Source: an optimization exercise on an open RTL-to-GDS flow (aim: small area, a short achievable clock period and few clock cycles). Production flows keep margins and buffers that such runs may drop.
RTL that was checked went through simulation tests only; none was proved equivalent to the original.
No functional check of the RTL was part of runs 5 and 6.
Power and IR drop assume default switching activity.

$ cat flow/design.v
`timescale 1ns/1ps
`default_nettype none
module dsp_seg #(
    parameter int L = 1,
    parameter int W = 1
) (
    input  logic         clk,
    input  logic         en,
    input  logic         sel,
    input  logic [W-1:0] din,
    output logic [W-1:0] dout
);
    logic [W-1:0] st [L];
    always_ff @(posedge clk) begin
        if (en) begin
            st[0] <= din;
            for (int k = 1; k < L; k++) st[k] <= st[k-1];
        end
    end
    assign dout = sel ? st[L-1] : din;
endmodule
module dither_spi_top (
    input  logic SPI_CLK,
    input  logic rst,
    input  logic SPI_CS,
    input  logic SPI_MOSI,
    output logic SPI_MISO,
    output logic frame_ready
);
    localparam logic [1:0] ST_W = 2'd0, ST_H = 2'd1, ST_PIX = 2'd2, ST_OUT = 2'd3;
    logic       cs_q, mosi_q;
    logic [1:0] stg;
    logic [2:0] bc;           
    logic [6:0] sr;           
    logic [3:0] wm1, hm1;     
    logic [3:0] col, row;     
    logic       p1, p2, p3, p4, rdy, adv_q, fr, mo, tiny, nq;
    logic       f_lc, f_fc, f_lr, f_r0, f_last;    
    logic [7:0] pre;          
    logic [7:0] v;            
    logic [6:0] t1;           
    logic [3:0] t2;           
    logic [7:0] s0;           
    logic       sel1, sel2, sel4, sel7, w1;
    logic       wr_pend, rd_pend, wr_now, rd_now, b1, b2, rbit;
    logic [7:0] wp, rp;       
    logic [1:0] fc;           
    logic       bit_take, byte_done, is_last, adv, start, bc7;
    logic [7:0] byte_in;
    assign bit_take  = !cs_q && (stg != ST_OUT);
    assign byte_done = bit_take && (bc == 3'd7);
    assign byte_in   = {sr, mosi_q};
    assign is_last   = f_last;
    assign bc7       = cs_q ? (bc == 3'd7) : (bc == 3'd6);
    assign adv       = fr && !SPI_CS && bc7;
    assign start     = ((stg == ST_PIX) && byte_done && is_last && !tiny) || (rdy && !wr_pend);
    always_ff @(posedge SPI_CLK) begin
        cs_q   <= SPI_CS;
        mosi_q <= SPI_MOSI;
        if (bit_take) sr <= byte_in[6:0];
    end
    always_ff @(posedge SPI_CLK or posedge rst) begin
        if (rst) begin
            stg   <= ST_W;
            bc    <= '0;
            p1    <= 1'b0;
            p2    <= 1'b0;
            p3    <= 1'b0;
            p4    <= 1'b0;
            rdy   <= 1'b0;
            adv_q <= 1'b0;
            fr    <= 1'b0;
        end else begin
            if (stg == ST_OUT && adv_q && !fr) bc <= '0;
            else if (stg != ST_OUT ? bit_take : (fr && !cs_q)) bc <= bc + 3'd1;
            p1    <= (stg == ST_PIX) && byte_done;
            p2    <= p1;
            p3    <= p2;
            p4    <= p3;
            if (p1 && stg == ST_OUT && tiny) rdy <= 1'b1;
            else if (!wr_pend) rdy <= 1'b0;
            adv_q <= adv;
            if (start) fr <= 1'b1;
            else if (adv && is_last) fr <= 1'b0;
            case (stg)
                ST_W:   if (byte_done) stg <= ST_H;
                ST_H:   if (byte_done) stg <= ST_PIX;
                ST_PIX: if (byte_done && is_last) stg <= ST_OUT;
                default: if (adv_q && !fr) stg <= ST_W;
            endcase
        end
    end
    logic [3:0] m;
    assign m = wm1 - 4'd1;
    always_ff @(posedge SPI_CLK) begin
        case (stg)
            ST_W: if (byte_done) wm1 <= byte_in[3:0] - 4'd1;
            ST_H: begin
                if (byte_done) hm1 <= byte_in[3:0] - 4'd1;
                w1   <= (wm1 == 4'd0);
                sel7 <= (m >= 4'd7) && (wm1 != 4'd0);
                {sel4, sel2, sel1} <= (m >= 4'd7) ? 3'(m - 4'd7) : m[2:0];
            end
            default: ;
        endcase
        tiny <= ((hm1 == 4'd0) && (wm1 <= 4'd3)) || ((wm1 == 4'd0) && (hm1 <= 4'd3)) ||
                 ((wm1 == 4'd1) && (hm1 == 4'd1));
        if (stg == ST_W || stg == ST_H || start) begin
            col <= '0;
            row <= '0;
        end else if ((p3 && stg == ST_PIX) || adv_q) begin
            if (col == wm1) begin
                col <= '0;
                row <= row + 4'd1;
            end else begin
                col <= col + 4'd1;
            end
        end
    end
    always_ff @(posedge SPI_CLK) begin
        f_lc   <= (col == wm1);
        f_fc   <= (col == 4'd0);
        f_lr   <= (row == hm1);
        f_r0   <= (row == 4'd0);
        f_last <= (col == wm1) && (row == hm1);
    end
    logic       n, ga, g3, g5, gf;
    logic [10:0] sum7, sum5;
    logic [11:0] sum3;
    assign n  = v[7];
    assign ga = !f_lc;
    assign g5 = !f_lr;
    assign g3 = !f_lr && !f_fc;
    assign gf = !f_lr && !f_lc;
    assign sum7 = ({v, 2'b00} & {10{ga}}) + ({1'b0, v, 1'b0} & {10{ga}}) + ({2'b00, v} & {10{ga}});
    assign sum5 = {t2, 4'b0000} + ({v, 2'b00} & {10{g5}}) + ({2'b00, v} & {10{g5}});
    assign sum3 = {1'b0, t1, 4'b0000} + ({2'b00, v, 1'b0} & {11{g3}}) + ({3'b000, v} & {11{g3}});
    logic [7:0] dl_out, lb;
    always_ff @(posedge SPI_CLK) begin
        if (stg == ST_W || stg == ST_H) begin
            pre <= '0;
            t2  <= '0;
        end else begin
            if (byte_done) v <= byte_in + pre;
            if (p1) begin
                v  <= v + {7'd0, n};    
                nq <= n;
            end
            if (p2) begin
                s0  <= sum3[11:4];
                pre <= {1'b0, sum7[10:4]};
            end
            if (p3) begin
                t1 <= sum5[10:4];
                t2 <= gf ? v[7:4] : 4'd0;
            end
            if (p4 && !(f_r0 && !f_lc)) pre <= pre + lb;
        end
    end
    logic [7:0] d1, d2, d4;
    dsp_seg #(.L(1), .W(8)) u_l1 (.clk(SPI_CLK), .en(p2), .sel(sel1), .din(s0), .dout(d1));
    dsp_seg #(.L(2), .W(8)) u_l2 (.clk(SPI_CLK), .en(p2), .sel(sel2), .din(d1), .dout(d2));
    dsp_seg #(.L(4), .W(8)) u_l4 (.clk(SPI_CLK), .en(p2), .sel(sel4), .din(d2), .dout(d4));
    dsp_seg #(.L(7), .W(8)) u_l7 (.clk(SPI_CLK), .en(p2), .sel(sel7), .din(d4), .dout(dl_out));
    assign lb = w1 ? {1'b0, t1} : dl_out;
    logic [255:0] ring;
    logic [31:0]  wsel;
    assign wr_now = wr_pend && (wp[2:0] == 3'd0);
    assign rd_now = fr && rd_pend && (rp[2:0] == 3'd1);
    always_comb begin
        wsel = '0;
        wsel[wp[7:3]] = wr_now;
    end
    always_ff @(posedge SPI_CLK) begin
        for (int q = 0; q < 32; q++) begin
            ring[8*q] <= wsel[q] ? nq : ring[(8*q+255) % 256];
            for (int k = 1; k < 8; k++) ring[8*q+k] <= ring[8*q+k-1];
        end
    end
    always_comb begin
        rbit = 1'b0;
        for (int j = 0; j < 32; j++) if (rp[7:3] == j[4:0]) rbit = ring[8*j];
    end
    always_ff @(posedge SPI_CLK) begin
        if (stg == ST_W || stg == ST_H) begin
            wp      <= 8'd0;
            rp      <= 8'd2;
            wr_pend <= 1'b0;
            rd_pend <= 1'b0;
            fc      <= 2'd0;
        end else begin
            wp <= wp + (wr_now ? 8'd2 : 8'd1);
            if (p1) wr_pend <= 1'b1;
            else if (wr_now) wr_pend <= 1'b0;
            if (p1 && fc != 2'd3) fc <= fc + 2'd1;
            rp <= rp + (adv_q ? 8'd2 : 8'd1);
            if (adv_q) begin
                b1      <= rd_now ? rbit : b2;
                rd_pend <= 1'b1;
            end else if (rd_now) begin
                b2      <= rbit;
                rd_pend <= 1'b0;
            end else if (p1 && fc == 2'd1) begin
                b1 <= n;
            end else if (p1 && fc == 2'd2) begin
                b2 <= n;
            end
        end
        if (adv) mo <= b1;
        else if (p1 && fc == 2'd0 && stg != ST_W && stg != ST_H) mo <= n;
    end
    assign SPI_MISO    = mo;
    assign frame_ready = fr;
endmodule
`default_nettype wire
$ cat flow/config.mk
export PLATFORM = sky130hd
export DESIGN_NAME = dither_spi_top
export DESIGN_NICKNAME = dither_spi_top
export VERILOG_FILES = /design/flow/design.v
export SDC_FILE = /design/flow/constraint.sdc
export NUM_CORES = 4
export LEC_CHECK = 0
export CAP_MARGIN = 20
export CORE_MARGIN = 2
export CORE_UTILIZATION = 40
export SLEW_MARGIN = 20
export SYNTH_MEMORY_MAX_BITS = 4096
$ cat flow/constraint.sdc
create_clock -name core_clock -period 10.0 [get_ports {SPI_CLK}]
set_input_delay 2.0000 -clock core_clock [delete_from_list [all_inputs] [get_ports {SPI_CLK}]]
set_output_delay 2.0000 -clock core_clock [all_outputs]
set_load 0.01 [all_outputs]
$ cat flow/standard.sh
#!/bin/bash
# synth_recipe.tcl (not shown) runs the flow's synth.tcl, then flattens the netlist and writes it again
# the make line also repeats each setting of config.mk as NAME=value (left out here)
make -C /OpenROAD-flow-scripts/flow DESIGN_CONFIG=/design/flow/config.mk WORK_HOME=/design/flow/orfs CLKGATE_MAP_FILE= SYNTH_SCRIPT=/design/flow/synth_recipe.tcl "${@:-finish}"
$ cat flow/flow/run.sh
#!/bin/bash
bash standard.sh SETUP_SLACK_MARGIN=7 TNS_END_PERCENT=0 \
    BUFFER_PORTS_ARGS="-buffer_cell sky130_fd_sc_hd__buf_4" finish > standard.log 2>&1
==> results of run 1 <==
## flip-flops by register name, summed over array words and instances, names as in the netlist, 8 cells and up
register  count
s0            8
u_l7.st      56
u_l2.st      16
ring        256
wp            8
rp            8
pre           8
u_l4.st      32
v             8
u_l1.st       8
## cells in the final DEF, fill, tap and decap left out, types with 4 or more instances in the layout
master / netlist / layout
bufinv_16: 0 / 5
nor4_1: 7 / 7
a211oi_1: 8 / 8
ha_1: 66 / 63
a21oi_1: 49 / 47
clkinv_2: 0 / 9
clkbuf_16: 0 / 51
dfrtp_1: 12 / 10
and2_1: 8 / 8
clkbuf_1: 20 / 4
dfxtp_1: 304 / 304
clkbuf_8: 0 / 6
nand3_1: 13 / 13
xnor2_1: 30 / 30
nor3b_1: 8 / 8
a31oi_1: 5 / 5
buf_4: 3 / 18
xor2_1: 28 / 28
nand2b_1: 22 / 22
nor2b_1: 36 / 32
nor3_1: 22 / 22
a21o_1: 5 / 5
mux2_1: 4 / 4
fa_1: 20 / 19
nand2_1: 78 / 78
o31ai_1: 4 / 4
edfxtp_1: 159 / 159
or3_1: 6 / 6
inv_1: 46 / 45
nand4_1: 8 / 8
mux2_2: 50 / 46
mux2i_1: 11 / 9
nor2b_2: 0 / 4
and3_1: 7 / 7
nor2_1: 80 / 80
o21ai_0: 32 / 27
mux2_4: 4 / 8
o21a_1: 9 / 9
## final timing paths
path	startpoint	end	slack, ps	depth (start not counted)
max in group asynchronous	rst	p2$_DFF_PP0_	8100	2
min	ring[179]$_DFF_P_	ring[180]$_DFF_P_	320	0
min reg2reg	ring[179]$_DFF_P_	ring[180]$_DFF_P_	320	0
max	sel1$_DFFE_PP_	pre[6]$_SDFFE_PN0P_	6790	16
min in group asynchronous	rst	bc[0]$_DFFE_PP0P_	1470	2
max reg2reg	sel1$_DFFE_PP_	pre[6]$_SDFFE_PN0P_	6790	16
## area by class of cell
type,instances,share of cell area
sequential,475,0.588
timing repair buffer,20,0.00850
clock buffer,62,0.0726
clock inverter,26,0.0163
tap,532,0.0350
multi-input combinational,669,0.270
inverter,48,0.00948
## what timing repair did
action,4_1_cts,5_1_grt
resized for setup,22,7
endpoints found under the hold margin,0,0
buffers inserted,9,2
gates cloned,0,0
pin swaps,12,9
endpoints found under the setup margin,11,15
## per-layer routing
layer	share of wire	vias to the layer above	wire length, um
met5	0	-	0
met2	0.44	134	12500
met4	0.026	0	744
met3	0.042	53	1210
met1	0.50	4200	14200
li1	-	4345	-
## cell families after synthesis
group | Yosys count | synth area share
compound gates | 144 | 0.0554
xor+xnor | 58 | 0.0307
fa+ha+maj | 86 | 0.0741
buf+inv | 81 | 0.0205
flops | 475 | 0.675
mux | 72 | 0.0511
simple gates | 309 | 0.0934
## power groups by stage
| stage | sequential [uW] | combinational, uW | clock, uW |
|---|---|---|---|
| after floorplan | 2140 | 338 | 0 |
| after global placement | 2170 | 413 | 0 |
| after detailed placement | 2170 | 420 | 0 |
| after CTS | 2130 | 446 | 1910 |
| after global routing | 2140 | 507 | 1970 |
| final | 2130 | 445 | 1850 |
## stage by stage
step           cell area, um2  setup slack, ps
5_1_grt                 19000             6530
2_1_floorplan           16500             6840
4_1_cts                 18900             6730
3_3_place_gp            17100             6500
6_report                19000             6790
3_5_place_dp            17100             6400
==> impl_metrics.toml, run 1 <==
[run_status]
status = "complete, no violations"

[critical_path]
crit_family = "multiplexers"
cp.required_ps = 10470
crit_top_cell = "mux2_4"
critPathBufInv = 2
slowest_delay_ps = 420
criticalPathCategory = "flip-flop to flip-flop"
path_cells = "buf_6 > mux2_4 > mux2_4 > mux2_4 > mux2i_1 > o21ai_1 > ha_2 > inv_2 > fa_2 > nor2b_1 > o21ai_1 > nand2b_1 > a21o_1 > a21oi_2 > xor2_1 > a2111oi_1"
worst_path_max_delay_cell = "edfxtp_1"
cp-start-kind = "flip-flop"
cp.arrival_ps = 3680
crit_path_end_kind = "flip-flop"
cp_max_fo = 6

[grt]
grtUsageMet2 = 0.203
grt_start_max_net_pins = 85
globalRoute.busiestLayer = "met2"
use_met1 = 0.188
grtUsageTotal = 0.134
grt_pass1_vias = 8653
grt_overflow = 0
grt_pass1_wl_um = 46200
grt_antenna_before_repair = 0
grtUsageMet3 = 0.0321

[power]
seqPwrFrac = 0.481
irDropWorstVdd_mv = 0.154
p_sw_uw = 1070
p_int_uw = 3360
powerDensity_mw_per_mm2 = 233
p_total_uw = 4430
comb_power_share = 0.100
p_leak_uw = 0.00726
power_frac_clock = 0.419
sw_frac_of_total = 0.241

[clock_tree]
clk_pin_slew_ps = 60
cts.sinks = 475
htreeDepth = 2
cts-root-buf = "clkbuf_16"
ctsLongestPathBuffers = 3
clk_latency_ps = 590
cts_tree = "done"
cts_hold_buffers = 0
cts-buffers-inserted = 48

[logic_synthesis]
netlist_top_cells_count = "dfxtp_1 (304), edfxtp_1 (159), nor2_1 (80)"
synth_most_common_cell = "dfxtp_1"
async_flop_share = 0.0253
postSynthCellCount = 1225
ys_ff_latch = 475
synth_fp_nets = 1315
syn-cell-area_mm2 = 0.0165
synth_area_leaders = "dfxtp_1 (37%), edfxtp_1 (29%), ha_1 (5.0%)"
synth-edff-count = 159
ys_seq_area_frac = 0.675
synth_flop_cell = "dfxtp_1"
netlist.area_leader.share = 0.368
ys_types = 71
yosys.area.top_type = "dfxtp_1"
yosysWarnings = 9
syn_avg_cell_area_um2 = 13.5

[placement]
dpl.cell_count = 1732
io_buffers = 5
dp_hpwl_um = 18800
gp_congestion = 0.838

[sta]
rsz0062_at_grt = "yes"
finalSetupViolCount = 0
relSlewSlack = 0.297
whs_ps = 324
final_hold_viol_count = 0
drv_slew = 0
period_share = 0.321
finClkSkew_ps = 56.8
fmax_mhz = 311
worst_slew_pin_slew_ps = 1040
tns_ps = 0
period_minus_slack_ps = 3210

[final_layout]
drive_gt1_frac = 0.148
instances_no_fill = 1832
nFillCells = 3586
syn2layout_area_growth_pct = 14.9
seqCellArea_mm2 = 0.0112
nets = 1352
final_util = 0.465
diodes = 0
multi_input_area_mm2 = 0.00514

[floorplan]
die_area_mm2 = 0.0430
chipWidth_um = 207
core_area_mm2 = 0.0408
ios = 6
die_y_um = 207
num_rows = 74
start_util = 0.405

[routing]
drt-initial-drc-count = 424
num_vias = 8732
drc = 0
drt-total-wl_um = 28600
avgRoutedWirePerCell_um = 15.6
ant_nets = 0
post_drt_via_cell_ratio = 4.77
first_pass_iters = 5

[hold_path]
hold_path_class = "flip-flop to flip-flop"

[job]
max_cap_viol_count = 0
Testbench counts, summed over its fixed seeds: cycles 219,664.
==> inputs of run 2 (changes only) <==
--- a/flow/config.mk
+++ b/flow/config.mk
@@ -9,4 +9,7 @@
 export CORE_MARGIN = 2
 export CORE_UTILIZATION = 40
+export CTS_BUF_LIST = sky130_fd_sc_hd__clkbuf_8
+export CTS_CLUSTER_DIAMETER = 60
+export CTS_CLUSTER_SIZE = 20
 export SLEW_MARGIN = 20
 export SYNTH_MEMORY_MAX_BITS = 4096
==> run 2 against run 1 <==
Compared with the run above: still clean on timing, DRC and antenna; routed wire length down 0.71%; sequential share of layout area is 3.1 points higher; area after synthesis did not move; maximum frequency down 5.4%; synthesized cell count unchanged; non-clock buffer count is 1 lower; die area unchanged; register-to-register slack lost 180 ps; worst hold slack worse by 17 ps; clock skew is 4.3 ps lower; via count fell by 0.63%; largest power group unchanged; highest routed layer unchanged.
==> impl_metrics.toml, run 2 <==
[grt]
grt_start_max_net_pins = 85
grtUsageTotal = 0.134
grt_pass1_wl_um = 45800
grt_antenna_before_repair = 0
grt_overflow = 0
grt_pass1_vias = 8533

[logic_synthesis]
ys_types = 71
syn-cell-area_mm2 = 0.0165
syn_avg_cell_area_um2 = 13.5
yosys.area.top_type = "dfxtp_1"
synth_most_common_cell = "dfxtp_1"
synth-edff-count = 159
netlist_top_cells_count = "dfxtp_1 (304), edfxtp_1 (159), nor2_1 (80)"
synth_area_leaders = "dfxtp_1 (37%), edfxtp_1 (29%), ha_1 (5.0%)"
synth_flop_cell = "dfxtp_1"
async_flop_share = 0.0253
yosysWarnings = 9
ys_ff_latch = 475
synth_fp_nets = 1315
ys_seq_area_frac = 0.675
postSynthCellCount = 1225
netlist.area_leader.share = 0.368

[critical_path]
cp.required_ps = 10560
cp.arrival_ps = 3960
worst_path_max_delay_cell = "edfxtp_1"
criticalPathCategory = "flip-flop to flip-flop"
cp-start-kind = "flip-flop"
crit_path_end_kind = "flip-flop"
slowest_delay_ps = 440
critPathBufInv = 2
crit_family = "multiplexers"
path_cells = "buf_6 > mux2_4 > mux2_2 > mux2_2 > mux2i_1 > o21ai_1 > ha_2 > buf_4 > a21oi_2 > o211ai_1 > o41ai_2 > xnor2_1 > or3_1 > a21oi_2"
cp_max_fo = 6

[routing]
wl_met2_um = 12400
drt-total-wl_um = 28400
first_pass_iters = 5
wl_met3_um = 1230
drc = 0
wl_met1_um = 14000
avgRoutedWirePerCell_um = 15.8
drt-initial-drc-count = 504
ant_nets = 0
post_drt_via_cell_ratio = 4.82
maxUsedRoutingLayer = "met4"
num_vias = 8677

[floorplan]
core_area_mm2 = 0.0408
num_rows = 74
start_util = 0.405
chipWidth_um = 207
die_area_mm2 = 0.0430
ios = 6
die_y_um = 207

[sta]
worst_slew_pin_slew_ps = 1040
period_share = 0.340
setup_slack_ps = 6600
fmax_mhz = 294
period_minus_slack_ps = 3400
final_hold_viol_count = 0
drv_slew = 0
relSlewSlack = 0.304
rsz0062_at_grt = "yes"
finClkSkew_ps = 52.5
tns_ps = 0
finalSetupViolCount = 0

[final_layout]
final_util = 0.442
nets = 1339
final_cell_mix = "dfxtp_1 (304), edfxtp_1 (159), nor2_1 (79), nand2_1 (78), ha_1 (63)"
drive_gt1_frac = 0.132
design_area_mm2 = 0.0180
syn2layout_area_growth_pct = 9.06
final_common_cell = "dfxtp_1"
regMostFlops = "ring"
reg_top3 = "ring x256, u_l7.st x56, u_l4.st x32"
diodes = 0
largest_reg_flops = 256

[clock_tree]
clk_pin_slew_ps = 120
clk_latency_ps = 650
ctsLongestPathBuffers = 3
cts_tree = "done"
cts.sinks = 475
cts_hold_buffers = 0
cts-buffers-inserted = 36
cts-root-buf = "clkbuf_8"
htreeDepth = 2

[job]
max_cap_viol_count = 0

[placement]
place_ws_ps = 6400
placed_area_mm2 = 0.0171
io_buffers = 5
gp_congestion = 0.838
dp_hpwl_um = 18800

[power]
p_leak_uw = 0.00679
powerDensity_mw_per_mm2 = 202
irDropWorstVdd_mv = 0.161

[run_status]
status = "complete, no violations"

[hold_path]
hold_path_class = "flip-flop to flip-flop"
[run 2: logic make-up after synthesis]
family,after synthesis,synth area share
XOR/XNOR,58,0.0307
multiplexers,72,0.0511
flip-flops,475,0.675
AND/OR/NAND/NOR,309,0.0934
adder cells (fa/ha/maj),86,0.0741
AO/OA/AOI/OAI,144,0.0554
buffers and inverters,81,0.0205
[run 2: per-layer routing]
metal,vias to the layer above,global-route usage
met2,123,0.201
met3,50,0.0304
met1,4203,0.188
li1,4301,-
met4,0,0.0534
met5,-,0
[run 2: path summary, 6_finish.rpt]
| kind | cells past startpoint | slack (ps) | startpoint | to |
|---|---|---|---|---|
| max | 14 | 6600 | sel1$_DFFE_PP_ | pre[7]$_SDFFE_PN0P_ |
| min | 0 | 310 | ring[66]$_DFF_P_ | ring[67]$_DFF_P_ |
| max reg2reg | 14 | 6600 | sel1$_DFFE_PP_ | pre[7]$_SDFFE_PN0P_ |
| min reg2reg | 0 | 310 | ring[66]$_DFF_P_ | ring[67]$_DFF_P_ |
| max in group asynchronous | 2 | 8150 | rst | p2$_DFF_PP0_ |
| min in group asynchronous | 2 | 1420 | rst | bc[2]$_DFFE_PP0P_ |
[run 2: through the flow]
stage / total power [uW] / hold WS, ps / std cells
global route: 3830 / 312 / 1801
finish: 3640 / 307 / 1801
floorplan: 2480 / 310 / 1225
detailed placement: 2590 / 312 / 1732
CTS: 3680 / 292 / 1798
global placement: 2580 / 310 / 1732
[run 2: area by class of cell]
cell class | count | area (um2)
multi-input cells | 669 | 5130
clock buffers | 36 | 495
clock inverters | 22 | 249
fillers | 3695 | 22800
inverters | 48 | 180
repair buffers | 19 | 150
well taps | 532 | 666
flip-flops and latches | 475 | 11200
[run 2: power breakdown]
part           internal, uW  total (uW)  switching, uW
registers              2060        2130           63.4
logic                   181         447            266
clock network           404        1070            668
total                  2650        3640            997
[run 2: timing repair]
action	in CTS	in global routing
pin swaps	4	14
buffers inserted	8	3
gates resized for setup	13	16
endpoints found under the setup margin	11	15
==> inputs of run 3 (changes only) <==
==> flow/run.sh (new file) <==
#!/bin/bash
# synth_recipe.tcl (not shown) runs the flow's synth.tcl, then flattens the netlist and writes it again
# the make line also repeats each setting of config.mk as NAME=value (left out here)
make -C /OpenROAD-flow-scripts/flow DESIGN_CONFIG=/design/flow/config.mk WORK_HOME=/design/flow/orfs CLKGATE_MAP_FILE= SYNTH_SCRIPT=/design/flow/synth_recipe.tcl finish
--- a/flow/config.mk
+++ b/flow/config.mk
@@ -9,7 +9,4 @@
 export CORE_MARGIN = 2
 export CORE_UTILIZATION = 40
-export CTS_BUF_LIST = sky130_fd_sc_hd__clkbuf_8
-export CTS_CLUSTER_DIAMETER = 60
-export CTS_CLUSTER_SIZE = 20
 export SLEW_MARGIN = 20
 export SYNTH_MEMORY_MAX_BITS = 4096
removed: flow/flow/run.sh
removed: flow/standard.sh
==> run 3 against run 2 <==
Compared with the run above: largest cell class unchanged; highest routed layer unchanged; clock-buffer cell count grew 21; critical endpoint is now frame_ready; still clean; synthesized cell count unchanged; total power increased by 21%.
==> impl_metrics.toml, run 3 <==
[run_status]
status = "complete, no violations"

[critical_path]
path_cells = "clkdlybuf4s50_1"
regToRegStartpoint = "sel1$_DFFE_PP_"
critPathBufInv = 1
slowest_delay_ps = 590
cp_max_fo = 6
rrSetupSlack_ps = 6400
r2r_cells = 13
r2r-end = "pre[6]$_SDFFE_PN0P_"
crit_path_end_kind = "output port"
criticalPathCategory = "flip-flop to output port"
crit_family = "buffers and inverters"
cp-start-kind = "flip-flop"
cp.arrival_ps = 1680
cp.required_ps = 8000
worst_path_max_delay_cell = "clkdlybuf4s50_1"

[floorplan]
ios = 6
core_area_mm2 = 0.0408
chipWidth_um = 207
num_rows = 74
die_area_mm2 = 0.0430
die_y_um = 207
start_util = 0.405

[sta]
finClkSkew_ps = 77.1
tns_ps = 0
drv_slew = 0
worst_slew_pin_slew_ps = 1020
fmax_mhz = 272
relSlewSlack = 0.323
period_share = 0.368
final_hold_viol_count = 0
finalSetupViolCount = 0
rsz0062_at_grt = "no"
period_minus_slack_ps = 3680

[logic_synthesis]
netlist.area_leader.share = 0.368
async_flop_share = 0.0253
syn_avg_cell_area_um2 = 13.5
synth_most_common_cell = "dfxtp_1"
synth_fp_nets = 1315
ys_types = 71
synth_area_leaders = "dfxtp_1 (37%), edfxtp_1 (29%), ha_1 (5.0%)"
netlist_top_cells_count = "dfxtp_1 (304), edfxtp_1 (159), nor2_1 (80)"
ys_seq_area_frac = 0.675
synth-edff-count = 159
synth_flop_cell = "dfxtp_1"
syn-cell-area_mm2 = 0.0165
ys_ff_latch = 475
postSynthCellCount = 1225
yosys.area.top_type = "dfxtp_1"
yosysWarnings = 9

[final_layout]
regMostFlops = "ring"
multi_input_area_mm2 = 0.00504
largest_reg_flops = 256
final_util = 0.460
reg_top3 = "ring x256, u_l7.st x56, u_l4.st x32"
syn2layout_area_growth_pct = 13.6
nets = 1340
final_cell_mix = "dfxtp_1 (304), edfxtp_1 (159), nor2_1 (80), nand2_1 (78), ha_1 (66)"
diodes = 0
nFillCells = 3596
seqCellArea_mm2 = 0.0112
final_common_cell = "dfxtp_1"
drive_gt1_frac = 0.118

[clock_tree]
post-cts-setup-buffer-count = 0
cts_tree = "done"
clk_pin_slew_ps = 60
htreeDepth = 2
clk_latency_ps = 600
cts-root-buf = "clkbuf_16"
cts-buffers-inserted = 48
ctsLongestPathBuffers = 3
cts.sinks = 475
cts_hold_buffers = 0
cts_resized = 0

[power]
powerDensity_mw_per_mm2 = 234
p_leak_uw = 0.00715
irDropWorstVdd_mv = 0.192

[placement]
gp_congestion = 0.819
dp_hpwl_um = 18800
io_buffers = 5

[routing]
drt-initial-drc-count = 504
first_pass_iters = 4
post_drt_via_cell_ratio = 4.76
drt-total-wl_um = 28400
num_vias = 8661
drc = 0
avgRoutedWirePerCell_um = 15.6
ant_nets = 0

[hold_path]
hp-start = "ring[198]$_DFF_P_"
min_path_cells = 0
hold_path_end = "ring[199]$_DFF_P_"
hold_path_class = "flip-flop to flip-flop"

[job]
max_cap_viol_count = 0

[grt]
grt_start_max_net_pins = 75
grtUsageTotal = 0.134
grt_pass1_wl_um = 46000
grt_antenna_before_repair = 0
grt_overflow = 0
grt_pass1_vias = 8601
## run 3: cell counts after synthesis
No cell type changed its count.
## run 3: cell families after synthesis
| group | count (synthesis) | synth area share |
|---|---|---|
| flip-flops | 475 | 0.675 |
| AND/OR/NAND/NOR | 309 | 0.0934 |
| XOR/XNOR | 58 | 0.0307 |
| buffers and inverters | 81 | 0.0205 |
| multiplexers | 72 | 0.0511 |
| AO/OA/AOI/OAI | 144 | 0.0554 |
| adder cells (fa/ha/maj) | 86 | 0.0741 |
## run 3: worst max path at each step
stage | cells after the start | end | start | slack (ps)
global placement | 14 | pre[7]$_SDFFE_PN0P_ | sel1$_DFFE_PP_ | 6550
CTS | 1 | frame_ready | fr$_DFFE_PP0P_ | 6290
global route | 13 | pre[6]$_SDFFE_PN0P_ | sel1$_DFFE_PP_ | 5990
detailed placement | 13 | pre[6]$_SDFFE_PN0P_ | sel1$_DFFE_PP_ | 6420
floorplan | 3 | s0[0]$_DFFE_PP_ | p2$_DFF_PP0_ | 6120
finish | 1 | frame_ready | fr$_DFFE_PP0P_ | 6320
## run 3: cell type report
| cell class | instances | share of cell area |
|---|---|---|
| clock buffers | 57 | 0.0684 |
| clock inverters | 29 | 0.0203 |
| inverters | 48 | 0.00959 |
| multi-input cells | 669 | 0.268 |
| flip-flops and latches | 475 | 0.594 |
| well taps | 532 | 0.0354 |
| repair buffers | 8 | 0.00386 |
## run 3: layer usage
layer,share of wire,track usage
met1,0.50,0.187
met2,0.44,0.205
met3,0.040,0.0265
met4,0.024,0.0502
met5,0,0
## run 3: report_power, final
part	switching (uW)	internal [uW]	total, uW
Clock	740	1110	1850
Combinational	252	166	418
Sequential	67.2	2060	2130
## run 3: metrics by stage
step / power, uW / instance area [um2] / worst slack [ps] / std cells / hold slack, ps
global route: 4600 / 18800 / 5990 / 1818 / 269
detailed placement: 2600 / 17100 / 6420 / 1732 / 312
CTS: 4460 / 18800 / 6290 / 1818 / 261
floorplan: 2480 / 16500 / 6120 / 1225 / 310
finish: 4400 / 18800 / 6320 / 1818 / 267
global placement: 2580 / 17100 / 6550 / 1732 / 310
==> inputs of run 4 (changes only) <==
--- a/flow/config.mk
+++ b/flow/config.mk
@@ -9,4 +9,7 @@
 export CORE_MARGIN = 2
 export CORE_UTILIZATION = 40
+export CTS_BUF_LIST = sky130_fd_sc_hd__clkbuf_8 sky130_fd_sc_hd__clkbuf_16
+export CTS_CLUSTER_DIAMETER = 80
+export CTS_CLUSTER_SIZE = 30
 export SLEW_MARGIN = 20
 export SYNTH_MEMORY_MAX_BITS = 4096
==> run 4 against run 3 <==
Compared with the run above: final area decreased by 4.8%; sequential share of layout area up 3.0 points; total power down 17%; routed wire length fell by 2.9%; clock power is 41% lower; flip-flop and latch count stayed put; critical path type unchanged; largest cell class unchanged; highest routed layer unchanged.
==> impl_metrics.toml, run 4 <==
[logic_synthesis]
ys_types = 71
postSynthCellCount = 1225
synth-edff-count = 159
ys_ff_latch = 475
syn_avg_cell_area_um2 = 13.5
syn-cell-area_mm2 = 0.0165
netlist.area_leader.share = 0.368
synth_most_common_cell = "dfxtp_1"
ys_seq_area_frac = 0.675
yosysWarnings = 9
netlist_top_cells_count = "dfxtp_1 (304), edfxtp_1 (159), nor2_1 (80)"
synth_fp_nets = 1315
synth_area_leaders = "dfxtp_1 (37%), edfxtp_1 (29%), ha_1 (5.0%)"
synth_flop_cell = "dfxtp_1"
async_flop_share = 0.0253
yosys.area.top_type = "dfxtp_1"

[critical_path]
cp-start-kind = "flip-flop"
cp.required_ps = 8000
r2r-end = "pre[6]$_SDFFE_PN0P_"
rrSetupSlack_ps = 6380
critPathBufInv = 1
slowest_delay_ps = 590
crit_path_end_kind = "output port"
crit_family = "buffers and inverters"
regToRegStartpoint = "sel1$_DFFE_PP_"
cp.arrival_ps = 1650
r2r_cells = 13
criticalPathCategory = "flip-flop to output port"
path_cells = "clkdlybuf4s50_1"
cp_max_fo = 6
worst_path_max_delay_cell = "clkdlybuf4s50_1"

[grt]
grt_pass1_wl_um = 44500
grtUsageTotal = 0.128
grt_antenna_before_repair = 0
grt_pass1_vias = 8271
grt_start_max_net_pins = 75
grt_overflow = 0

[run_status]
status = "complete, no violations"

[routing]
post_drt_via_cell_ratio = 4.78
drc = 0
first_pass_iters = 5
avgRoutedWirePerCell_um = 15.6
drt-initial-drc-count = 472
num_vias = 8450
ant_nets = 0
drt-total-wl_um = 27600

[sta]
final_hold_viol_count = 0
finalSetupViolCount = 0
worst_slew_pin_slew_ps = 1030
relSlewSlack = 0.311
period_share = 0.365
rsz0062_at_grt = "no"
finClkSkew_ps = 34.1
drv_slew = 0
tns_ps = 0
fmax_mhz = 274
period_minus_slack_ps = 3650

[floorplan]
die_area_mm2 = 0.0430
num_rows = 74
start_util = 0.405
core_area_mm2 = 0.0408
chipWidth_um = 207
ios = 6
die_y_um = 207

[power]
irDropWorstVdd_mv = 0.156
powerDensity_mw_per_mm2 = 203
p_leak_uw = 0.00671

[final_layout]
nets = 1315
drive_gt1_frac = 0.0898
final_util = 0.438
nFillCells = 3650
multi_input_area_mm2 = 0.00504
seqCellArea_mm2 = 0.0112
final_common_cell = "dfxtp_1"
regMostFlops = "ring"
design_area_mm2 = 0.0179
final_cell_mix = "dfxtp_1 (304), edfxtp_1 (159), nor2_1 (80), nand2_1 (78), ha_1 (66)"
syn2layout_area_growth_pct = 8.15
largest_reg_flops = 256
instances_no_fill = 1768
reg_top3 = "ring x256, u_l7.st x56, u_l4.st x32"
diodes = 0

[clock_tree]
cts_hold_buffers = 0
cts.sinks = 475
clk_latency_ps = 580
htreeDepth = 1
ctsLongestPathBuffers = 3
cts_resized = 0
clk_pin_slew_ps = 100
cts-buffers-inserted = 23
cts_tree = "done"
cts-root-buf = "clkbuf_16"
post-cts-setup-buffer-count = 0

[hold_path]
hp-start = "ring[46]$_DFF_P_"
min_path_cells = 0
hold_path_end = "ring[47]$_DFF_P_"
hold_path_class = "flip-flop to flip-flop"

[placement]
gp_congestion = 0.819
placed_area_mm2 = 0.0171
dpl.cell_count = 1732
io_buffers = 5
dp_hpwl_um = 18800

[job]
max_cap_viol_count = 0
[run 4: cell counts after synthesis]
Identical to the previous run, type by type.
[run 4: final cells by class]
| cell class | count | share of cell area |
|---|---|---|
| clock inverter | 12 | 0.00979 |
| timing repair buffer | 8 | 0.00406 |
| sequential | 475 | 0.624 |
| tap | 532 | 0.0372 |
| multi-input combinational | 669 | 0.282 |
| clock buffer | 24 | 0.0329 |
| inverter | 48 | 0.0101 |
[run 4: per-stage QoR]
| step | hold slack, ps | setup WS [ps] | total power (uW) |
|---|---|---|---|
| after global routing | 324 | 5970 | 3810 |
| after floorplan | 310 | 6120 | 2480 |
| after global placement | 310 | 6550 | 2580 |
| final | 318 | 6350 | 3640 |
| after CTS | 312 | 6300 | 3690 |
| after detailed placement | 312 | 6420 | 2600 |
[run 4: metal layers]
layer  vias up  track usage  routed length [um]
li1       4231            -                   -
met1      4090        0.184               13700
met2        91        0.201               12200
met3        38       0.0201                 954
met4         0       0.0330                 630
met5         -            0                   0
[run 4: cell families after synthesis]
logic type / after synthesis / share of synthesized area
flip-flops: 475 / 0.675
AND/OR/NAND/NOR: 309 / 0.0934
AO/OA/AOI/OAI: 144 / 0.0554
adder cells (fa/ha/maj): 86 / 0.0741
buffers and inverters: 81 / 0.0205
multiplexers: 72 / 0.0511
XOR/XNOR: 58 / 0.0307
[run 4: how the worst max path moves through the flow]
stage / start / end / slack (ps) / depth (start not counted)
after floorplan: p2$_DFF_PP0_ / s0[0]$_DFFE_PP_ / 6120 / 3
after global placement: sel1$_DFFE_PP_ / pre[7]$_SDFFE_PN0P_ / 6550 / 14
after detailed placement: sel1$_DFFE_PP_ / pre[6]$_SDFFE_PN0P_ / 6420 / 13
after CTS: fr$_DFFE_PP0P_ / frame_ready / 6300 / 1
after global routing: sel1$_DFFE_PP_ / pre[6]$_SDFFE_PN0P_ / 5970 / 13
final: fr$_DFFE_PP0P_ / frame_ready / 6350 / 1
[run 4: power breakdown]
part / switching (uW) / leakage, uW / internal [uW] / total (uW)
Sequential: 67.1 / 0.00404 / 2060 / 2130
Combinational: 253 / 0.00229 / 166 / 419
Clock: 630 / 0.000377 / 461 / 1090
Total: 950 / 0.00671 / 2690 / 3640
==> inputs of run 5 (changes only) <==
--- a/flow/design.v
+++ b/flow/design.v
@@ -9,5 +9,6 @@
     input  logic         sel,
     input  logic [W-1:0] din,
-    output logic [W-1:0] dout
+    output logic [W-1:0] dout,
+    output logic [W-1:0] last
 );
     logic [W-1:0] st [L];
@@ -18,4 +19,5 @@
         end
     end
+    assign last = st[L-1];
     assign dout = sel ? st[L-1] : din;
 endmodule
@@ -35,5 +37,5 @@
     logic [3:0] wm1, hm1;     
     logic [3:0] col, row;     
-    logic       p1, p2, p3, p4, rdy, adv_q, fr, mo, tiny, nq;
+    logic       p1, p2, p3, p4, p5, p6, rdy, adv_q, fr, mo, tiny, nq;
     logic       f_lc, f_fc, f_lr, f_r0, f_last;    
     logic [7:0] pre;          
@@ -42,5 +44,6 @@
     logic [3:0] t2;           
     logic [7:0] s0;           
-    logic       sel1, sel2, sel4, sel7, w1;
+    logic       sel1, sel2, sel4, sel7;
+    logic [5:0] oh;           
     logic       wr_pend, rd_pend, wr_now, rd_now, b1, b2, rbit;
     logic [7:0] wp, rp;       
@@ -68,4 +71,6 @@
             p3    <= 1'b0;
             p4    <= 1'b0;
+            p5    <= 1'b0;
+            p6    <= 1'b0;
             rdy   <= 1'b0;
             adv_q <= 1'b0;
@@ -78,4 +83,6 @@
             p3    <= p2;
             p4    <= p3;
+            p5    <= p4;
+            p6    <= p5;
             if (p1 && stg == ST_OUT && tiny) rdy <= 1'b1;
             else if (!wr_pend) rdy <= 1'b0;
@@ -98,7 +105,12 @@
             ST_H: begin
                 if (byte_done) hm1 <= byte_in[3:0] - 4'd1;
-                w1   <= (wm1 == 4'd0);
                 sel7 <= (m >= 4'd7) && (wm1 != 4'd0);
                 {sel4, sel2, sel1} <= (m >= 4'd7) ? 3'(m - 4'd7) : m[2:0];
+                oh[0] <= (wm1 == 4'd0);
+                oh[1] <= (wm1 == 4'd1);
+                oh[2] <= (m >= 4'd1) && (m <= 4'd6) && (m[2:0] == 3'd1);
+                oh[3] <= (m >= 4'd1) && (m <= 4'd6) && (m[2:1] == 2'b01);
+                oh[4] <= (m >= 4'd1) && (m <= 4'd6) && m[2];
+                oh[5] <= (m >= 4'd7) && (wm1 != 4'd0);
             end
             default: ;
@@ -109,5 +121,5 @@
             col <= '0;
             row <= '0;
-        end else if ((p3 && stg == ST_PIX) || adv_q) begin
+        end else if ((p5 && stg == ST_PIX) || adv_q) begin
             if (col == wm1) begin
                 col <= '0;
@@ -126,6 +138,7 @@
     end
     logic       n, ga, g3, g5, gf;
-    logic [10:0] sum7, sum5;
-    logic [11:0] sum3;
+    logic [10:0] e7;
+    logic [9:0]  e3;
+    logic [10:0] e5;
     assign n  = v[7];
     assign ga = !f_lc;
@@ -133,8 +146,8 @@
     assign g3 = !f_lr && !f_fc;
     assign gf = !f_lr && !f_lc;
-    assign sum7 = ({v, 2'b00} & {10{ga}}) + ({1'b0, v, 1'b0} & {10{ga}}) + ({2'b00, v} & {10{ga}});
-    assign sum5 = {t2, 4'b0000} + ({v, 2'b00} & {10{g5}}) + ({2'b00, v} & {10{g5}});
-    assign sum3 = {1'b0, t1, 4'b0000} + ({2'b00, v, 1'b0} & {11{g3}}) + ({3'b000, v} & {11{g3}});
-    logic [7:0] dl_out, lb;
+    assign e7 = {v, 3'b000} - {3'b000, v};
+    assign e3 = {1'b0, v, 1'b0} + {2'b00, v};
+    assign e5 = {1'b0, v, 2'b00} + {3'b000, v};
+    logic [7:0] lb, q1, q2, q4, q7, d1, d2, d4, d7;
     always_ff @(posedge SPI_CLK) begin
         if (stg == ST_W || stg == ST_H) begin
@@ -148,20 +161,22 @@
             end
             if (p2) begin
-                s0  <= sum3[11:4];
-                pre <= {1'b0, sum7[10:4]};
-            end
-            if (p3) begin
-                t1 <= sum5[10:4];
+                s0  <= g3 ? {2'b00, e3[9:4]} : 8'd0;
+                pre <= ga ? {1'b0, e7[10:4]} : 8'd0;
+            end
+            if (p3) s0 <= s0 + {1'b0, t1};
+            if (p4) t1 <= g5 ? e5[10:4] : 7'd0;
+            if (p5) begin
+                t1 <= t1 + {3'd0, t2};
                 t2 <= gf ? v[7:4] : 4'd0;
             end
-            if (p4 && !(f_r0 && !f_lc)) pre <= pre + lb;
-        end
-    end
-    logic [7:0] d1, d2, d4;
-    dsp_seg #(.L(1), .W(8)) u_l1 (.clk(SPI_CLK), .en(p2), .sel(sel1), .din(s0), .dout(d1));
-    dsp_seg #(.L(2), .W(8)) u_l2 (.clk(SPI_CLK), .en(p2), .sel(sel2), .din(d1), .dout(d2));
-    dsp_seg #(.L(4), .W(8)) u_l4 (.clk(SPI_CLK), .en(p2), .sel(sel4), .din(d2), .dout(d4));
-    dsp_seg #(.L(7), .W(8)) u_l7 (.clk(SPI_CLK), .en(p2), .sel(sel7), .din(d4), .dout(dl_out));
-    assign lb = w1 ? {1'b0, t1} : dl_out;
+            if (p6 && !(f_r0 && !f_lc)) pre <= pre + lb;
+        end
+    end
+    dsp_seg #(.L(1), .W(8)) u_l1 (.clk(SPI_CLK), .en(p2), .sel(sel1), .din(s0), .dout(d1), .last(q1));
+    dsp_seg #(.L(2), .W(8)) u_l2 (.clk(SPI_CLK), .en(p2), .sel(sel2), .din(d1), .dout(d2), .last(q2));
+    dsp_seg #(.L(4), .W(8)) u_l4 (.clk(SPI_CLK), .en(p2), .sel(sel4), .din(d2), .dout(d4), .last(q4));
+    dsp_seg #(.L(7), .W(8)) u_l7 (.clk(SPI_CLK), .en(p2), .sel(sel7), .din(d4), .dout(d7), .last(q7));
+    assign lb = ({8{oh[0]}} & {1'b0, t1}) | ({8{oh[1]}} & s0) | ({8{oh[2]}} & q1) |
+                ({8{oh[3]}} & q2) | ({8{oh[4]}} & q4) | ({8{oh[5]}} & q7);
     logic [255:0] ring;
     logic [31:0]  wsel;
==> flow/flow/run.sh (new file) <==
#!/bin/bash
bash standard.sh SETUP_SLACK_MARGIN=7 TNS_END_PERCENT=0 \
    BUFFER_PORTS_ARGS="-buffer_cell sky130_fd_sc_hd__buf_4" finish > standard.log 2>&1
==> flow/standard.sh (new file) <==
#!/bin/bash
# synth_recipe.tcl (not shown) runs the flow's synth.tcl, then flattens the netlist and writes it again
# the make line also repeats each setting of config.mk as NAME=value (left out here)
make -C /OpenROAD-flow-scripts/flow DESIGN_CONFIG=/design/flow/config.mk WORK_HOME=/design/flow/orfs CLKGATE_MAP_FILE= SYNTH_SCRIPT=/design/flow/synth_recipe.tcl "${@:-finish}"
--- a/flow/config.mk
+++ b/flow/config.mk
@@ -9,7 +9,7 @@
 export CORE_MARGIN = 2
 export CORE_UTILIZATION = 40
-export CTS_BUF_LIST = sky130_fd_sc_hd__clkbuf_8 sky130_fd_sc_hd__clkbuf_16
-export CTS_CLUSTER_DIAMETER = 80
-export CTS_CLUSTER_SIZE = 30
+export CTS_BUF_LIST = sky130_fd_sc_hd__clkbuf_8
+export CTS_CLUSTER_DIAMETER = 60
+export CTS_CLUSTER_SIZE = 20
 export SLEW_MARGIN = 20
 export SYNTH_MEMORY_MAX_BITS = 4096
removed: flow/run.sh
==> run 5 against run 4 <==
Compared with the run above: worst hold slack worse by 12 ps; final area rose by 0.97%; largest power group unchanged; register-to-register slack improved by 910 ps; via count increased by 8.1%; area after synthesis increased by 2.3%; first-iteration DRC count up 20%; clock power is 17% lower; sequential power rose by 3%; clock-buffer cell count increased by 9; non-clock buffer count did not move; clock skew up 9.6 ps; flip-flop and latch count up 6.
==> impl_metrics.toml, run 5 <==
[placement]
io_buffers = 5
gp_congestion = 0.811
dp_hpwl_um = 20800

[job]
max_cap_viol_count = 0

[clock_tree]
cts_hold_buffers = 0
cts_tree = "done"
clk_pin_slew_ps = 110
cts.sinks = 481
clk_latency_ps = 650
htreeDepth = 1
cts-buffers-inserted = 31
cts-root-buf = "clkbuf_8"
ctsLongestPathBuffers = 3

[grt]
grt_antenna_before_repair = 1
grtUsageTotal = 0.137
grt_overflow = 0
grt_start_max_net_pins = 72
grt_pass1_vias = 9039
grt_pass1_wl_um = 48100

[final_layout]
drive_gt1_frac = 0.0936
largest_reg_flops = 256
final_common_cell = "dfxtp_1"
reg_top3 = "ring x256, u_l7.st x56, u_l4.st x32"
final_cell_mix = "dfxtp_1 (304), edfxtp_1 (163), nand2_1 (92), nor2_1 (81), ha_1 (74)"
nets = 1384
regMostFlops = "ring"
syn2layout_area_growth_pct = 6.78

[sta]
whs_ps = 307
period_share = 0.321
worst_slew_pin_slew_ps = 994
rsz0062_at_grt = "yes"
tns_ps = 0
period_minus_slack_ps = 3210
finalSetupViolCount = 0
finClkSkew_ps = 43.8
drv_slew = 0
fmax_mhz = 312
relSlewSlack = 0.337
final_hold_viol_count = 0

[routing]
wl_met3_um = 1100
maxUsedRoutingLayer = "met4"
drt-initial-drc-count = 566
num_vias = 9138
wl_met1_um = 14500
first_pass_iters = 5
drc = 0
wl_met2_um = 13800
drt-total-wl_um = 30100
ant_nets = 0
post_drt_via_cell_ratio = 4.93
avgRoutedWirePerCell_um = 16.3

[logic_synthesis]
ys_seq_area_frac = 0.670
yosysWarnings = 9
postSynthCellCount = 1297
synth_flop_cell = "dfxtp_1"
syn_avg_cell_area_um2 = 13.0
ys_types = 72
async_flop_share = 0.0291
netlist.area_leader.share = 0.360
syn-cell-area_mm2 = 0.0169
synth_most_common_cell = "dfxtp_1"
yosys.area.top_type = "dfxtp_1"
netlist_top_cells_count = "dfxtp_1 (304), edfxtp_1 (163), nand2_1 (92)"
ys_ff_latch = 481
synth-edff-count = 163
synth_area_leaders = "dfxtp_1 (36%), edfxtp_1 (29%), ha_1 (5.5%)"
synth_fp_nets = 1381

[hold_path]
hold_path_end = "ring[226]$_DFF_P_"
min_path_cells = 0
hold_path_class = "flip-flop to flip-flop"
hp-start = "ring[225]$_DFF_P_"

[floorplan]
chipWidth_um = 210
core_area_mm2 = 0.0419
die_area_mm2 = 0.0439
die_y_um = 210
num_rows = 75
ios = 6
start_util = 0.404

[critical_path]
cp-start-kind = "flip-flop"
cp_max_fo = 2
rrSetupSlack_ps = 7290
cp.required_ps = 8000
criticalPathCategory = "flip-flop to output port"
regToRegStartpoint = "oh[4]$_DFFE_PP_"
worst_path_max_delay_cell = "dfrtp_2"
crit_path_end_kind = "output port"
r2r-end = "pre[7]$_SDFFE_PN0P_"
slowest_delay_ps = 440
r2r_cells = 10
critPathBufInv = 1
path_cells = "buf_6"
crit_family = "flip-flops"
cp.arrival_ps = 1210

[power]
powerDensity_mw_per_mm2 = 197
irDropWorstVdd_mv = 0.136
p_leak_uw = 0.00679

[run_status]
status = "complete, no violations"
-- run 5: cell count changes after synthesis, moves of 9 or more --
cell      previous run  this run
a22oi_1              0        25
xnor2_1             30        39
inv_1               46        58
nor2b_1             36        23
nand3_1             13        25
nand2_1             78        92
fa_1                20         6
nand2b_1            22        13
-- run 5: power by group --
part	switching [uW]	leakage, uW	internal (uW)
clock	590	0.000311	318
sequential	91.7	0.00411	2110
combinational	268	0.00237	180
total	950	0.00679	2610
-- run 5: per-layer routing --
metal	global-route usage	vias up
li1	-	4536
met5	0	-
met3	0.0218	47
met2	0.224	138
met1	0.189	4417
met4	0.0416	0
-- run 5: worst max path at each step --
| stage | from | endpoint | slack [ps] | cells past startpoint |
|---|---|---|---|---|
| after global placement | SPI_CS | mo$_DFFE_PP_ | 7030 | 3 |
| after floorplan | p2$_DFF_PP0_ | pre[5]$_SDFFE_PN0P_ | 7090 | 6 |
| final | fr$_DFFE_PP0P_ | frame_ready | 6790 | 1 |
| after global routing | mo$_DFFE_PP_ | SPI_MISO | 6710 | 1 |
| after CTS | mo$_DFFE_PP_ | SPI_MISO | 6720 | 1 |
| after detailed placement | SPI_CS | mo$_DFFE_PP_ | 7010 | 3 |
-- run 5: cell type report --
class	instances	area (um2)
tap	539	674
clock inverter	14	114
fill	3901	23800
multi-input combinational	719	5190
clock buffer	33	454
timing repair buffer	8	67.6
antenna	1	2.50
sequential	481	11300
inverter	59	221
-- run 5: through the flow --
stage | util | setup slack [ps] | std cells | power, uW | instance area [um2]
6_report | 0.432 | 6790 | 1854 | 3560 | 18100
5_1_grt | 0.432 | 6710 | 1854 | 3740 | 18100
4_1_cts | 0.431 | 6720 | 1853 | 3600 | 18100
3_5_place_dp | 0.418 | 7010 | 1805 | 2690 | 17500
3_3_place_gp | 0.418 | 7030 | 1805 | 2680 | 17500
2_1_floorplan | - | 7090 | 1297 | 2560 | 16900
-- run 5: what timing repair did --
item	in CTS	in global routing
setup endpoints to repair	2	2
gates resized for setup	3	0
buffers inserted	1	0
-- run 5: kinds of logic (layout without fill, tap and decap cells) --
kind of cell	count (synthesis)	count (layout)	synth area share
buffers and inverters	97	114	0.0232
xor gates and xnor gates	74	74	0.0383
adders and majority gates	80	80	0.0618
and+or+nand+nor	306	306	0.0866
muxes	67	67	0.0442
AOI/OAI and AO/OA	192	192	0.0760
other	0	1	0
DFF	481	481	0.670
==> inputs of run 6 (changes only) <==
--- a/flow/config.mk
+++ b/flow/config.mk
@@ -9,7 +9,4 @@
 export CORE_MARGIN = 2
 export CORE_UTILIZATION = 40
-export CTS_BUF_LIST = sky130_fd_sc_hd__clkbuf_8
-export CTS_CLUSTER_DIAMETER = 60
-export CTS_CLUSTER_SIZE = 20
 export SLEW_MARGIN = 20
 export SYNTH_MEMORY_MAX_BITS = 4096
==> run 6 against run 5 <==
Compared with the run above: highest routed layer unchanged; final area up 5.6%; routed wire length rose by 2.7%; first-iteration DRC count shrank 8.1%; sequential power hardly changed; core utilization up 2.4 points; clock-buffer cell count increased by 25; critical path type unchanged; combinational power barely moved; still clean on timing, DRC and antenna; critical path depth unchanged; total power rose by 25%; non-clock buffer count stayed put; register-to-register slack better by 20 ps.
==> impl_metrics.toml, run 6 <==
[placement]
placed_area_mm2 = 0.0175
io_buffers = 5
gp_congestion = 0.811
dp_hpwl_um = 20800

[sta]
drv_slew = 0
relSlewSlack = 0.326
tns_ps = 0
finClkSkew_ps = 20.3
worst_slew_pin_slew_ps = 1010
rsz0062_at_grt = "yes"
finalSetupViolCount = 0
period_minus_slack_ps = 3100
period_share = 0.310
final_hold_viol_count = 0
fmax_mhz = 322

[clock_tree]
cts-buffers-inserted = 47
cts-root-buf = "clkbuf_16"
ctsLongestPathBuffers = 3
clk_latency_ps = 570
cts_hold_buffers = 0
htreeDepth = 2
cts.sinks = 481
cts_tree = "done"
clk_pin_slew_ps = 60

[power]
irDropWorstVdd_mv = 0.147
powerDensity_mw_per_mm2 = 232
p_leak_uw = 0.00727

[critical_path]
cp.required_ps = 8000
slowest_delay_ps = 420
crit_path_end_kind = "output port"
cp_max_fo = 2
startpoint = "fr$_DFFE_PP0P_"
worst_path_max_delay_cell = "dfrtp_2"
criticalPathCategory = "flip-flop to output port"
regToRegStartpoint = "oh[1]$_DFFE_PP_"
cp.arrival_ps = 1100
cp-start-kind = "flip-flop"
crit_family = "flip-flops"
critPathBufInv = 1
path_cells = "buf_6"

[routing]
maxUsedRoutingLayer = "met4"
num_vias = 9340
wl_met3_um = 1320
drt-total-wl_um = 31000
avgRoutedWirePerCell_um = 16.4
drc = 0
wl_met1_um = 14700
drt-initial-drc-count = 520
first_pass_iters = 6
post_drt_via_cell_ratio = 4.94
ant_nets = 0
wl_met2_um = 14000

[final_layout]
final_cell_mix = "dfxtp_1 (304), edfxtp_1 (163), nand2_1 (92), nor2_1 (81), ha_1 (74)"
regMostFlops = "ring"
syn2layout_area_growth_pct = 12.7
drive_gt1_frac = 0.118
nFillCells = 3809
multi_input_area_mm2 = 0.00519
design_area_mm2 = 0.0191
final_common_cell = "dfxtp_1"
reg_top3 = "ring x256, u_l7.st x56, u_l4.st x32"
diodes = 0
seqCellArea_mm2 = 0.0113
nets = 1400
largest_reg_flops = 256

[logic_synthesis]
synth_most_common_cell = "dfxtp_1"
yosys.area.top_type = "dfxtp_1"
synth_area_leaders = "dfxtp_1 (36%), edfxtp_1 (29%), ha_1 (5.5%)"
yosysWarnings = 9
ys_types = 72
synth_fp_nets = 1381
postSynthCellCount = 1297
ys_seq_area_frac = 0.670
netlist.area_leader.share = 0.360
syn_avg_cell_area_um2 = 13.0
async_flop_share = 0.0291
syn-cell-area_mm2 = 0.0169
netlist_top_cells_count = "dfxtp_1 (304), edfxtp_1 (163), nand2_1 (92)"
synth-edff-count = 163
synth_flop_cell = "dfxtp_1"
ys_ff_latch = 481

[grt]
grt_overflow = 0
grt_pass1_vias = 9353
grt_antenna_before_repair = 0
grt_start_max_net_pins = 72
grtUsageTotal = 0.142
grt_pass1_wl_um = 49200

[floorplan]
core_area_mm2 = 0.0419
die_y_um = 210
start_util = 0.404
die_area_mm2 = 0.0439
chipWidth_um = 210
num_rows = 75
ios = 6

[job]
max_cap_viol_count = 0

[hold_path]
hp-start = "ring[45]$_DFF_P_"
hold_path_class = "flip-flop to flip-flop"

[run_status]
status = "complete, no violations"
[run 6: changes by cell type in the layout (fill, tap and decap cells not counted)]
cell       previous run  this run
clkinv_2              1        12
clkinv_8              2         0
clkbuf_16             0        47
clkbuf_8             33         8
inv_8                 2         0
inv_1                63        58
diode_2               1         0
clkinv_1              0         2
clkbuf_1              0         3
inv_6                 3         6
bufinv_16             0         5
[run 6: per-stage QoR]
stage               hold WS, ps  utilization  setup WS (ps)  instances  total power [uW]
finish                      318        0.456           6900       1890              4430
global route                324        0.456           6850       1890              4630
CTS                         322        0.456           6850       1890              4480
detailed placement          312        0.418           7010       1805              2690
global placement            310        0.418           7030       1805              2680
floorplan                   310            -           7090       1297              2560
[run 6: area by class of cell]
type	count	area share
clock buffers	58	0.0680
clock inverters	26	0.0146
inverters	59	0.0116
multi-input cells	719	0.272
flip-flops and latches	481	0.595
well taps	539	0.0354
repair buffers	8	0.00354
[run 6: final timing paths]
| check | to | slack (ps) | depth (start not counted) |
|---|---|---|---|
| max | frame_ready | 6900 | 1 |
| min | ring[46]$_DFF_P_ | 320 | 0 |
| max reg2reg | pre[7]$_SDFFE_PN0P_ | 7310 | 10 |
| min reg2reg | ring[46]$_DFF_P_ | 320 | 0 |
| max in group asynchronous | p2$_DFF_PP0_ | 8090 | 2 |
| min in group asynchronous | stg[1]$_DFFE_PP0P_ | 1490 | 2 |
[run 6: cells by family after synthesis]
| group | synth area share |
|---|---|
| buf+inv | 0.0232 |
| simple gates | 0.0866 |
| xor+xnor | 0.0383 |
| fa+ha+maj | 0.0618 |
| compound gates | 0.0760 |
| mux | 0.0442 |
| flops | 0.670 |
[run 6: power breakdown]
part	switching [uW]	internal [uW]	total [uW]	leakage, uW
registers	93.3	2110	2200	0.00411
clock network	727	1050	1780	0.000792
logic	268	180	448	0.00237
[run 6: metal layers]
layer | vias up | GRT usage
li1 | 4595 | -
met1 | 4503 | 0.192
met2 | 176 | 0.228
met3 | 66 | 0.0260
met4 | 0 | 0.0560
met5 | - | 0
[run 6: repair_timing]
| item | 4_1_cts | 5_1_grt |
|---|---|---|
| buffers inserted | 1 | 0 |
| cloned | 0 | 0 |
| resized for setup | 3 | 0 |
| setup endpoints to repair | 2 | 2 |
| pin swaps | 0 | 0 |
==> inputs of run 7 (changes only) <==
--- a/flow/design.v
+++ b/flow/design.v
@@ -44,6 +44,5 @@
     logic [3:0] t2;           
     logic [7:0] s0;           
-    logic       sel1, sel2, sel4, sel7;
-    logic [5:0] oh;           
+    logic       w1, w2;       
     logic       wr_pend, rd_pend, wr_now, rd_now, b1, b2, rbit;
     logic [7:0] wp, rp;       
@@ -98,6 +97,4 @@
         end
     end
-    logic [3:0] m;
-    assign m = wm1 - 4'd1;
     always_ff @(posedge SPI_CLK) begin
         case (stg)
@@ -105,12 +102,6 @@
             ST_H: begin
                 if (byte_done) hm1 <= byte_in[3:0] - 4'd1;
-                sel7 <= (m >= 4'd7) && (wm1 != 4'd0);
-                {sel4, sel2, sel1} <= (m >= 4'd7) ? 3'(m - 4'd7) : m[2:0];
-                oh[0] <= (wm1 == 4'd0);
-                oh[1] <= (wm1 == 4'd1);
-                oh[2] <= (m >= 4'd1) && (m <= 4'd6) && (m[2:0] == 3'd1);
-                oh[3] <= (m >= 4'd1) && (m <= 4'd6) && (m[2:1] == 2'b01);
-                oh[4] <= (m >= 4'd1) && (m <= 4'd6) && m[2];
-                oh[5] <= (m >= 4'd7) && (wm1 != 4'd0);
+                w1 <= (wm1 == 4'd0);
+                w2 <= (wm1 == 4'd1);
             end
             default: ;
@@ -149,5 +140,37 @@
     assign e3 = {1'b0, v, 1'b0} + {2'b00, v};
     assign e5 = {1'b0, v, 2'b00} + {3'b000, v};
-    logic [7:0] lb, q1, q2, q4, q7, d1, d2, d4, d7;
+    logic [7:0]  lr [16];
+    logic [3:0]  lwp, lrp;       
+    logic        lw_pend, lr_pend, lw_now, lr_now, acc;
+    logic [7:0]  lb, lrd;
+    assign lw_now = lw_pend && (lwp[1:0] == 2'd0);
+    assign lr_now = lr_pend && (lrp[1:0] == 2'd1);
+    always_comb begin
+        lrd = lr[0];
+        for (int j = 1; j < 4; j++) if (lrp[3:2] == j[1:0]) lrd = lr[4*j];
+    end
+    always_ff @(posedge SPI_CLK) begin
+        for (int q = 0; q < 4; q++) begin
+            lr[4*q] <= (lw_now && lwp[3:2] == q[1:0]) ? s0 : lr[(4*q+15) % 16];
+            for (int k = 1; k < 4; k++) lr[4*q+k] <= lr[4*q+k-1];
+        end
+    end
+    assign lb  = w1 ? {1'b0, t1} : w2 ? s0 : lrd;
+    assign acc = (w1 || w2) ? p6 : lr_now;
+    always_ff @(posedge SPI_CLK) begin
+        if (stg == ST_W || stg == ST_H) begin
+            lrp     <= 4'd1;
+            lwp     <= wm1;
+            lw_pend <= 1'b0;
+            lr_pend <= 1'b0;
+        end else begin
+            lwp <= lwp + (lw_now ? 4'd2 : 4'd1);
+            lrp <= lrp + (lr_now ? 4'd2 : 4'd1);
+            if (p3) lw_pend <= 1'b1;
+            else if (lw_now) lw_pend <= 1'b0;
+            if (p2) lr_pend <= 1'b1;
+            else if (lr_now) lr_pend <= 1'b0;
+        end
+    end
     always_ff @(posedge SPI_CLK) begin
         if (stg == ST_W || stg == ST_H) begin
@@ -170,13 +193,7 @@
                 t2 <= gf ? v[7:4] : 4'd0;
             end
-            if (p6 && !(f_r0 && !f_lc)) pre <= pre + lb;
-        end
-    end
-    dsp_seg #(.L(1), .W(8)) u_l1 (.clk(SPI_CLK), .en(p2), .sel(sel1), .din(s0), .dout(d1), .last(q1));
-    dsp_seg #(.L(2), .W(8)) u_l2 (.clk(SPI_CLK), .en(p2), .sel(sel2), .din(d1), .dout(d2), .last(q2));
-    dsp_seg #(.L(4), .W(8)) u_l4 (.clk(SPI_CLK), .en(p2), .sel(sel4), .din(d2), .dout(d4), .last(q4));
-    dsp_seg #(.L(7), .W(8)) u_l7 (.clk(SPI_CLK), .en(p2), .sel(sel7), .din(d4), .dout(d7), .last(q7));
-    assign lb = ({8{oh[0]}} & {1'b0, t1}) | ({8{oh[1]}} & s0) | ({8{oh[2]}} & q1) |
-                ({8{oh[3]}} & q2) | ({8{oh[4]}} & q4) | ({8{oh[5]}} & q7);
+            if (acc && !(f_r0 && !f_lc)) pre <= pre + lb;
+        end
+    end
     logic [255:0] ring;
     logic [31:0]  wsel;
--- a/flow/config.mk
+++ b/flow/config.mk
@@ -8,5 +8,5 @@
 export CAP_MARGIN = 20
 export CORE_MARGIN = 2
-export CORE_UTILIZATION = 40
+export CORE_UTILIZATION = 65
 export SLEW_MARGIN = 20
 export SYNTH_MEMORY_MAX_BITS = 4096
==> run 7 against run 6 <==
Compared with the run above: maximum frequency up 0.94%; critical endpoint unchanged; still clean; via count down 1.3%; sequential power up 3%; synthesized cell count up 1.9%; largest cell class unchanged; core utilization up 28 points; highest routed layer unchanged; area after synthesis down 3.2%.
==> impl_metrics.toml, run 7 <==
[run_status]
status = "complete, no violations"

[logic_synthesis]
netlist_top_cells_count = "dfxtp_1 (442), nand2_1 (107), ha_1 (76)"
postSynthCellCount = 1321
synth_fp_nets = 1407
syn-cell-area_mm2 = 0.0164
netlist.area_leader.share = 0.541
yosysWarnings = 2
synth-edff-count = 44
yosys.area.top_type = "dfxtp_1"
syn_avg_cell_area_um2 = 12.4
synth_area_leaders = "dfxtp_1 (54%), edfxtp_1 (8.1%), ha_1 (5.8%)"
ys_seq_area_frac = 0.643
ys_ff_latch = 500
ys_types = 80
synth_flop_cell = "dfxtp_1"

[sta]
relSlewSlack = 0.337
fmax_mhz = 325
final_hold_viol_count = 0
finalSetupViolCount = 0
period_share = 0.307
finClkSkew_ps = 20.4
tns_ps = 0

[floorplan]
num_rows = 58
ios = 6
chipWidth_um = 163
core_area_mm2 = 0.0250
die_area_mm2 = 0.0265

[critical_path]
crit_path_end_kind = "output port"
worst_path_max_delay_cell = "dfrtp_2"
path_cells = "buf_6"
slowest_delay_ps = 420
r2r-end = "pre[6]$_SDFFE_PN0P_"
crit_family = "flip-flops"
cp.required_ps = 8000
rrSetupSlack_ps = 7100
critPathBufInv = 1
cp.arrival_ps = 1070
criticalPathCategory = "flip-flop to output port"

[power]
p_leak_uw = 0.00744
irDropWorstVdd_mv = 0.174
powerDensity_mw_per_mm2 = 251
p_total_uw = 4600

[routing]
drt-total-wl_um = 30900
drt-initial-drc-count = 498
drc = 0
post_drt_via_cell_ratio = 5.40
num_vias = 9220
ant_nets = 0
first_pass_iters = 5

[clock_tree]
cts_tree = "done"
clk_pin_slew_ps = 60
ctsLongestPathBuffers = 3
cts.sinks = 500
cts-root-buf = "clkbuf_16"

[placement]
dp_hpwl_um = 20600
placed_area_mm2 = 0.0167

[hold_path]
min_path_cells = 0
hold_path_class = "flip-flop to flip-flop"
hp-start = "lr[5][4]$_DFF_P_"

[grt]
grt_overflow = 0
grt_antenna_before_repair = 0
grt_pass1_wl_um = 49600
grt_start_max_net_pins = 33
grtUsageTotal = 0.243

[final_layout]
reg_top3 = "ring x256, lr x128"
drive_gt1_frac = 0.132
syn2layout_area_growth_pct = 11.7
regMostFlops = "ring"
diodes = 0
nFillCells = 1692

[job]
max_cap_viol_count = 0
==> run 7: cell count changes in the layout (fill, tap and decap cells not counted), sizes merged, moves of 10 or more <==
cell | before | now
edfxtp | 163 | 44
nand2 | 92 | 107
o21ai | 38 | 48
mux4 | 0 | 10
nor2 | 81 | 69
a22oi | 25 | 1
mux2i | 6 | 19
dfxtp | 304 | 442
nor3 | 28 | 17
==> run 7: cells by family (layout without fill, tap and decap cells) <==
group                    count (synthesis)  count (layout)  synth area share
AO/OA/AOI/OAI                          178             178            0.0712
XOR/XNOR                                70              70            0.0375
adder cells (fa/ha/maj)                 82              82            0.0654
buffers and inverters                   99             156            0.0238
flip-flops                             500             500             0.643
multiplexers                            93              93            0.0696
AND/OR/NAND/NOR                        299             299            0.0898
==> run 7: final cells by class <==
cell class	count	area, um2	area share
timing repair buffer	9	71.3	0.00390
sequential	500	10500	0.576
tap	330	413	0.0226
clock buffer	65	1320	0.0724
multi-input combinational	722	5470	0.299
clock inverter	18	244	0.0133
inverter	64	240	0.0131
==> run 7: power by group <==
group | switching (uW) | leakage (uW) | internal, uW | total (uW)
clock | 733 | 0.000764 | 1040 | 1770
sequential | 123 | 0.00415 | 2140 | 2260
combinational | 327 | 0.00253 | 241 | 568
==> run 7: how the worst max path moves through the flow <==
stage | start | end | cells past startpoint
finish | fr$_DFFE_PP0P_ | frame_ready | 1
global route | lrp[2]$_SDFF_PN0_ | pre[6]$_SDFFE_PN0P_ | 11
CTS | fr$_DFFE_PP0P_ | frame_ready | 1
detailed placement | lrp[2]$_SDFF_PN0_ | pre[7]$_SDFFE_PN0P_ | 10
global placement | lrp[2]$_SDFF_PN0_ | pre[6]$_SDFFE_PN0P_ | 11
floorplan | lrp[2]$_SDFF_PN0_ | pre[6]$_SDFFE_PN0P_ | 12
==> run 7: per-layer routing <==
| layer | vias up | global-route usage | part of all wire | wire (um) |
|---|---|---|---|---|
| met4 | 0 | 0.104 | 0.040 | 1220 |
| met3 | 78 | 0.0374 | 0.031 | 967 |
| li1 | 4581 | - | - | - |
| met5 | - | 0 | 0 | 0 |
| met2 | 150 | 0.421 | 0.49 | 15100 |
| met1 | 4411 | 0.303 | 0.44 | 13600 |
==> run 7: repair_timing <==
| item | in CTS | in global routing |
|---|---|---|
| hold buffers | 0 | 0 |
| pin swaps | 0 | 0 |
| buffers inserted | 1 | 0 |
| setup endpoints to repair | 5 | 6 |
| resized for setup | 3 | 3 |
==> run 7: stage by stage <==
step | instances | utilization | setup WS, ps
floorplan | 1321 | - | 7250
global placement | 1624 | 0.669 | 6830
detailed placement | 1624 | 0.669 | 6770
CTS | 1708 | 0.732 | 6910
global route | 1708 | 0.733 | 6870
finish | 1708 | 0.733 | 6930
Testbench counts of run 7, summed over its fixed seeds: cycles 219,664.

Re-timed with assumed drivers on the ports (clkbuf_16 on the clock, buf_2 on other inputs), run 7 has 6.877 ns of setup slack against 6.927 ns with ideal ports, and 7.097 ns once port delays also move by the mid clock arrival of 0.589 ns.
